This is an optimization exercise on Yosys and OpenROAD, whose aim is small area and a short achievable clock period, not a production implementation.

==> branch ember <==
## melody_player
module melody_player #(
    parameter int  NOTES    = 32,
    parameter int  HP_W     = 20,
    parameter int  DUR_W    = 16,
    parameter int  TICK_DIV = 16,
    parameter int  GAP_W    = 16,
    localparam int AW       = $clog2(NOTES)
) (
    input  logic             clk,
    input  logic             rst_n,
    input  logic             enable,
    input  logic             mode_loop,
    input  logic             octave_down,
    input  logic [AW:0]      seq_len,
    input  logic [GAP_W-1:0] gap_ticks,
    input  logic             wr_en,
    input  logic [AW-1:0]    wr_addr,
    input  logic [HP_W-1:0]  wr_half,
    input  logic [DUR_W-1:0] wr_dur,
    output logic             tone,
    output logic             busy,
    output logic [AW-1:0]    step,
    output logic             done
);
clock: 6.0 ns
lec_check: 0
cap_margin: 20
core_margin: 2
core_utilization: 40
cts_buf_list: sky130_fd_sc_hd__clkbuf_8
cts_cluster_diameter: 60
cts_cluster_size: 16
setup_slack_margin: 3.5
slew_margin: 20
synth_hierarchical: 1
synth_minimum_keep_size: 0
standard.sh (not shown) runs the stock make flow with config.mk's settings and CLKGATE_MAP_FILE= SYNTH_SCRIPT=/design/flow/synth_recipe.tcl, a recipe that flattens the netlist after the stock synthesis.
==> flow/flow/run.sh <==
#!/bin/bash
# Layout flow: the standard ORFS flow (standard.sh) with two changes:
#  - buffer_ports makes the port buffers of plain buffers (buf_2) rather than
#    the delay cells it picks by default;
#  - the half and full adder cells join the platform's DONT_USE_CELLS, so
#    synthesis leaves adders as plain gates for abc (ORFS's own behaviour when
#    those cells are on the list) and no later step places them.
# The make output goes to flow_standard.log; ORFS's own logs are under orfs/logs.
set -euo pipefail
export BUFFER_PORTS_ARGS="-buffer_cell sky130_fd_sc_hd__buf_2"
PLATFORM_DONT_USE="sky130_fd_sc_hd__probe_p_8 sky130_fd_sc_hd__probec_p_8 sky130_fd_sc_hd__lpflow_bleeder_1 sky130_fd_sc_hd__lpflow_clkbufkapwr_1 sky130_fd_sc_hd__lpflow_clkbufkapwr_16 sky130_fd_sc_hd__lpflow_clkbufkapwr_2 sky130_fd_sc_hd__lpflow_clkbufkapwr_4 sky130_fd_sc_hd__lpflow_clkbufkapwr_8 sky130_fd_sc_hd__lpflow_clkinvkapwr_1 sky130_fd_sc_hd__lpflow_clkinvkapwr_16 sky130_fd_sc_hd__lpflow_clkinvkapwr_2 sky130_fd_sc_hd__lpflow_clkinvkapwr_4 sky130_fd_sc_hd__lpflow_clkinvkapwr_8 sky130_fd_sc_hd__lpflow_decapkapwr_12 sky130_fd_sc_hd__lpflow_decapkapwr_3 sky130_fd_sc_hd__lpflow_decapkapwr_4 sky130_fd_sc_hd__lpflow_decapkapwr_6 sky130_fd_sc_hd__lpflow_decapkapwr_8 sky130_fd_sc_hd__lpflow_inputiso0n_1 sky130_fd_sc_hd__lpflow_inputiso0p_1 sky130_fd_sc_hd__lpflow_inputiso1n_1 sky130_fd_sc_hd__lpflow_inputiso1p_1 sky130_fd_sc_hd__lpflow_inputisolatch_1 sky130_fd_sc_hd__lpflow_isobufsrc_1 sky130_fd_sc_hd__lpflow_isobufsrc_16 sky130_fd_sc_hd__lpflow_isobufsrc_2 sky130_fd_sc_hd__lpflow_isobufsrc_4 sky130_fd_sc_hd__lpflow_isobufsrc_8 sky130_fd_sc_hd__lpflow_isobufsrckapwr_16 sky130_fd_sc_hd__lpflow_lsbuf_lh_hl_isowell_tap_1 sky130_fd_sc_hd__lpflow_lsbuf_lh_hl_isowell_tap_2 sky130_fd_sc_hd__lpflow_lsbuf_lh_hl_isowell_tap_4 sky130_fd_sc_hd__lpflow_lsbuf_lh_isowell_4 sky130_fd_sc_hd__lpflow_lsbuf_lh_isowell_tap_1 sky130_fd_sc_hd__lpflow_lsbuf_lh_isowell_tap_2 sky130_fd_sc_hd__lpflow_lsbuf_lh_isowell_tap_4"
ADDERS="sky130_fd_sc_hd__ha_1 sky130_fd_sc_hd__ha_2 sky130_fd_sc_hd__ha_4 sky130_fd_sc_hd__fa_1 sky130_fd_sc_hd__fa_2 sky130_fd_sc_hd__fa_4"
bash standard.sh "DONT_USE_CELLS=$PLATFORM_DONT_USE $ADDERS" finish > flow_standard.log 2>&1
==> branch xenon (differences from branch ember) <==
--- a/flow/design.v
+++ b/flow/design.v
@@ -11,38 +11,16 @@
     input  logic s,
     input  logic sn,
     input  logic a,
     input  logic b,
     output logic y
 );
     assign y = (sn | a) & (s | b);
 endmodule
-module melody_player_sdec (
-    input  logic [5:0] s,
-    output logic [3:0] dh,
-    output logic [7:0] dl
-);
-    always_comb begin
-        for (int i = 0; i < 4; i++) dh[i] = (s[4:3] == 2'(i));
-        for (int i = 0; i < 8; i++) dl[i] = (s[2:0] == 3'(i));
-    end
-endmodule
-module melody_player_slook (
-    input  logic       s5,
-    input  logic [3:0] dh,
-    input  logic [7:0] dl,
-    input  logic       v_s5,
-    input  logic [3:0] v_gth,
-    input  logic [3:0] v_eqh,
-    input  logic [7:0] v_gtl,
-    output logic       y
-);
-    assign y = (s5 & v_s5) | (|(dh & v_gth)) | ((|(dh & v_eqh)) & (|(dl & v_gtl)));
-endmodule
 module melody_player #(
     parameter int  NOTES    = 32,
     parameter int  HP_W     = 20,
     parameter int  DUR_W    = 16,
     parameter int  TICK_DIV = 16,
     parameter int  GAP_W    = 16,
     localparam int AW       = $clog2(NOTES)
 ) (
@@ -60,18 +38,23 @@
     output logic             tone,
     output logic             busy,
     output logic [AW-1:0]    step,
     output logic             done
 );
     localparam int PW = $clog2(TICK_DIV);
     localparam int MW = HP_W + DUR_W;
     localparam int RL = 15;
+    logic [HP_W-1:0] hm_in;
+    always_comb begin
+        for (int i = 0; i < HP_W; i++)
+            hm_in[i] = wr_half[i] ^ ~(|(wr_half & HP_W'((1 << i) - 1)));
+    end
     logic [MW-1:0] wd;
-    assign wd = {wr_half, wr_dur};
+    assign wd = {hm_in, wr_dur};
     logic [MW-1:0] mem0, mem16;
     always_ff @(posedge clk) begin
         if (wr_en && wr_addr == 5'd0)  mem0  <= wd;
         if (wr_en && wr_addr == 5'd16) mem16 <= wd;
     end
     logic [RL-1:0][MW-1:0] ra;
     logic [RL-1:0][MW-1:0] rb;
     logic [3:0]    q;         
@@ -383,148 +366,120 @@
     logic             busy_r, gap_r, hold_r;
     logic [AW-1:0]    step_r;
     logic             tone_r, done_r;
     logic [PW-1:0]    presc;
     logic [HP_W:0]    hreload;   
     logic [HP_W:0]    hcnt;      
     logic             rest;      
     logic [DUR_W-1:0] cnt;       
-    logic [GAP_W-1:0] gcnt;      
     logic [MW-1:0]    pn;        
     logic [AW-1:0] tgt;       
-    function automatic logic [16:0] advvec(input logic [4:0] t, input logic ok);
-        logic [3:0] gth, eqh;
-        logic [7:0] gtl;
-        for (int h = 0; h < 4; h++) begin
-            gth[h] = ok && (2'(h) > t[4:3]);
-            eqh[h] = ok && (2'(h) == t[4:3]);
-        end
-        for (int l = 0; l < 8; l++)
-            gtl[l] = (3'(l) > t[2:0]);
-        advvec = {ok, gth, eqh, gtl};
-    endfunction
-    logic       av_s5;
-    logic [3:0] av_gth, av_eqh;
-    logic [7:0] av_gtl;
-    logic [16:0] av_one, av_inc;
-    assign av_one = advvec(AW'(1), 1'b1);
-    assign av_inc = advvec(tgt + AW'(1), tgt != AW'(NOTES - 1));
     always_ff @(posedge clk) begin
         if (wr_en && wr_addr == tgt)
             pn <= wd;
         else if (pv && pa == tgt)
             pn <= pd;
         else if (tgt[3:0] == 4'd0)
             pn <= mem16;
         else if (tgt[3:0] == tap_l)
             pn <= tgt[4] ? rb[RL-1] : ra[RL-1];
     end
     logic tick_r;              
-    logic last_r;              
     logic playing, idle, tick, last, step_end, adv, gap_nz, gap_done;
     assign playing  = busy_r && !gap_r;
     assign idle     = !busy_r && !hold_r;
     assign tick     = tick_r;
-    assign last     = last_r;
+    assign last     = (cnt[DUR_W-1:1] == '0);
     assign step_end = playing && tick && last;
-    logic [3:0] sl_dh;
-    logic [7:0] sl_dl;
-    melody_player_sdec u_sdec (.s(seq_len), .dh(sl_dh), .dl(sl_dl));
-    melody_player_slook u_slook (
-        .s5(seq_len[5]), .dh(sl_dh), .dl(sl_dl),
-        .v_s5(av_s5), .v_gth(av_gth), .v_eqh(av_eqh), .v_gtl(av_gtl), .y(adv)
-    );
+    assign adv      = !(&step_r) && ({1'b0, tgt} < seq_len);
     assign gap_nz   = (gap_ticks != '0);
-    assign gap_done = (gcnt >= gap_ticks);
+    assign gap_done = (cnt >= gap_ticks);
     logic [MW-1:0]    ent;
     logic [HP_W-1:0]  ent_hm;
     logic [DUR_W-1:0] ent_dur;
     logic [HP_W:0]    ent_h;
     assign ent     = (playing && adv) ? pn : mem0;
     assign ent_hm  = ent[MW-1:DUR_W];
     assign ent_dur = ent[DUR_W-1:0];
-    assign ent_h   = octave_down ? {ent_hm, 1'b0} : {1'b0, ent_hm};
+    assign ent_h   = octave_down ? {ent_hm, 1'b1} : {1'b0, ent_hm};
     logic load;
     assign load = !playing || step_end;
     logic hz;
     assign hz = (hcnt == hreload);
     logic pn_rest, m0_rest;
-    assign pn_rest = ~|pn[MW-1:DUR_W];
-    assign m0_rest = ~|mem0[MW-1:DUR_W];
+    assign pn_rest = &pn[MW-1:DUR_W];
+    assign m0_rest = &mem0[MW-1:DUR_W];
     always_ff @(posedge clk) begin
         presc <= busy_r ? presc + PW'(1) : '0;
         tick_r <= busy_r && (presc == PW'(TICK_DIV - 2));
-        last_r <= (cnt[DUR_W-1:1] == '0);
         if (load) begin
             hreload <= ent_h;
-            hcnt    <= (HP_W+1)'(1);
+            hcnt    <= '0;
             rest    <= (playing && adv) ? pn_rest : m0_rest;
         end else begin
-            hcnt    <= hz ? (HP_W+1)'(1) : hcnt + (HP_W+1)'(1);
+            hcnt    <= hz ? '0 : hcnt + (HP_W+1)'(1);
         end
-        if (load)
+        if (playing) begin
+            if (step_end)
+                cnt <= (!adv && mode_loop && gap_nz) ? DUR_W'(1) : ent_dur;
+            else if (tick)
+                cnt <= cnt - DUR_W'(1);
+        end else if (gap_r && busy_r) begin
+            if (tick)
+                cnt <= gap_done ? ent_dur : cnt + DUR_W'(1);
+        end else begin
             cnt <= ent_dur;
-        else if (tick)
-            cnt <= cnt - DUR_W'(1);
-        if (!gap_r)
-            gcnt <= GAP_W'(1);
-        else if (tick)
-            gcnt <= gcnt + GAP_W'(1);
+        end
         gap_r <= busy_r ? (gap_r ? !(tick && gap_done) : (step_end && !adv && mode_loop && gap_nz))
                         : 1'b0;
     end
     always_ff @(posedge clk or negedge rst_n) begin
         if (!rst_n) begin
             busy_r <= 1'b0;
             hold_r <= 1'b0;
             step_r <= '0;
             tgt    <= AW'(1);
-            {av_s5, av_gth, av_eqh, av_gtl} <= av_one;
             tone_r <= 1'b0;
             done_r <= 1'b0;
         end else if (!enable) begin
             busy_r <= 1'b0;
             hold_r <= 1'b0;
             step_r <= '0;
             tgt    <= AW'(1);
-            {av_s5, av_gth, av_eqh, av_gtl} <= av_one;
             tone_r <= 1'b0;
             done_r <= 1'b0;
         end else begin
             done_r <= step_end && !adv && !mode_loop;
             if (idle) begin
                 busy_r <= 1'b1;
                 step_r <= '0;
                 tgt    <= AW'(1);
-                {av_s5, av_gth, av_eqh, av_gtl} <= av_one;
                 tone_r <= 1'b0;
             end else if (playing) begin
                 tone_r <= !step_end && !rest && (tone_r ^ hz);
                 if (step_end) begin
                     if (adv) begin
                         step_r <= tgt;
                         tgt    <= tgt + AW'(1);
-                        {av_s5, av_gth, av_eqh, av_gtl} <= av_inc;
-                    end else begin
+                    end
+                    else if (!mode_loop) begin
+                        busy_r <= 1'b0;
+                        hold_r <= 1'b1;
+                    end else if (!gap_nz) begin
+                        step_r <= '0;
                         tgt    <= AW'(1);
-                        {av_s5, av_gth, av_eqh, av_gtl} <= av_one;
-                        if (!mode_loop) begin
-                            busy_r <= 1'b0;
-                            hold_r <= 1'b1;
-                        end else if (!gap_nz)
-                            step_r <= '0;
                     end
                 end
             end else if (busy_r) begin
                 tone_r <= 1'b0;
-                tgt    <= AW'(1);
-                {av_s5, av_gth, av_eqh, av_gtl} <= av_one;
-                if (tick && gap_done)
+                if (tick && gap_done) begin
                     step_r <= '0;
+                    tgt    <= AW'(1);
+                end
             end
         end
     end
     assign tone = tone_r;
     assign busy = busy_r;
     assign step = step_r;
     assign done = done_r;
 endmodule
Settings changed: CTS_BUF_LIST sky130_fd_sc_hd__clkbuf_8 to unset, CTS_CLUSTER_DIAMETER 60 to 80, CTS_CLUSTER_SIZE 16 to 24.
==> qor.csv <==
metric,value,unit
status,timing/DRC/antenna clean,
buffer_area_share,4.24,%
powerSeq,12.7,mW
cp-end-kind,register,
synth_top_area_share,56.5,%
synth_compound_area_share,20.8,%
die-area,107000,um^2
# the run above: branch xenon

==> qor.csv <==
metric,value,unit
buffer_area_share,2.90,%
status,timing/DRC/antenna clean,
die-area,110000,um^2
powerSeq,12.9,mW
synth_compound_area_share,20.9,%
cp-end-kind,output pin,
synth_top_area_share,55.8,%
# the run above: branch ember

No functional check of the RTL was part of any run of this note.

what the ideal ports hide:
Ports are ideal in the flow. The routed layouts listed here were re-timed in OpenROAD.
Step 1, drivers: a clkbuf_16 drives clk and a buf_2 each remaining input, both assumed.
Step 2 also shifts input and output timing later by t, the mid clock arrival at the registers, as if the neighbouring blocks saw the same clock.
Three values: ideal ports, drivers, drivers and shift; two values: the first two.
run	shift t [ns]	slack for setup (ns)	hold slack, ns	worst data-port slew with drivers (ns)
branch ember	0.828	3.463 / 3.393 / 2.779	0.384 / 0.384 / 0.384	0.08
branch xenon	0.726	2.850 / 2.886 / 2.160	0.404 / 0.386 / 0.404	0.19
After both steps every run listed still meets setup and hold. The setup slack of branch xenon, which loses most, moves by +0.036 ns with the drivers and by -0.690 ns with both steps.
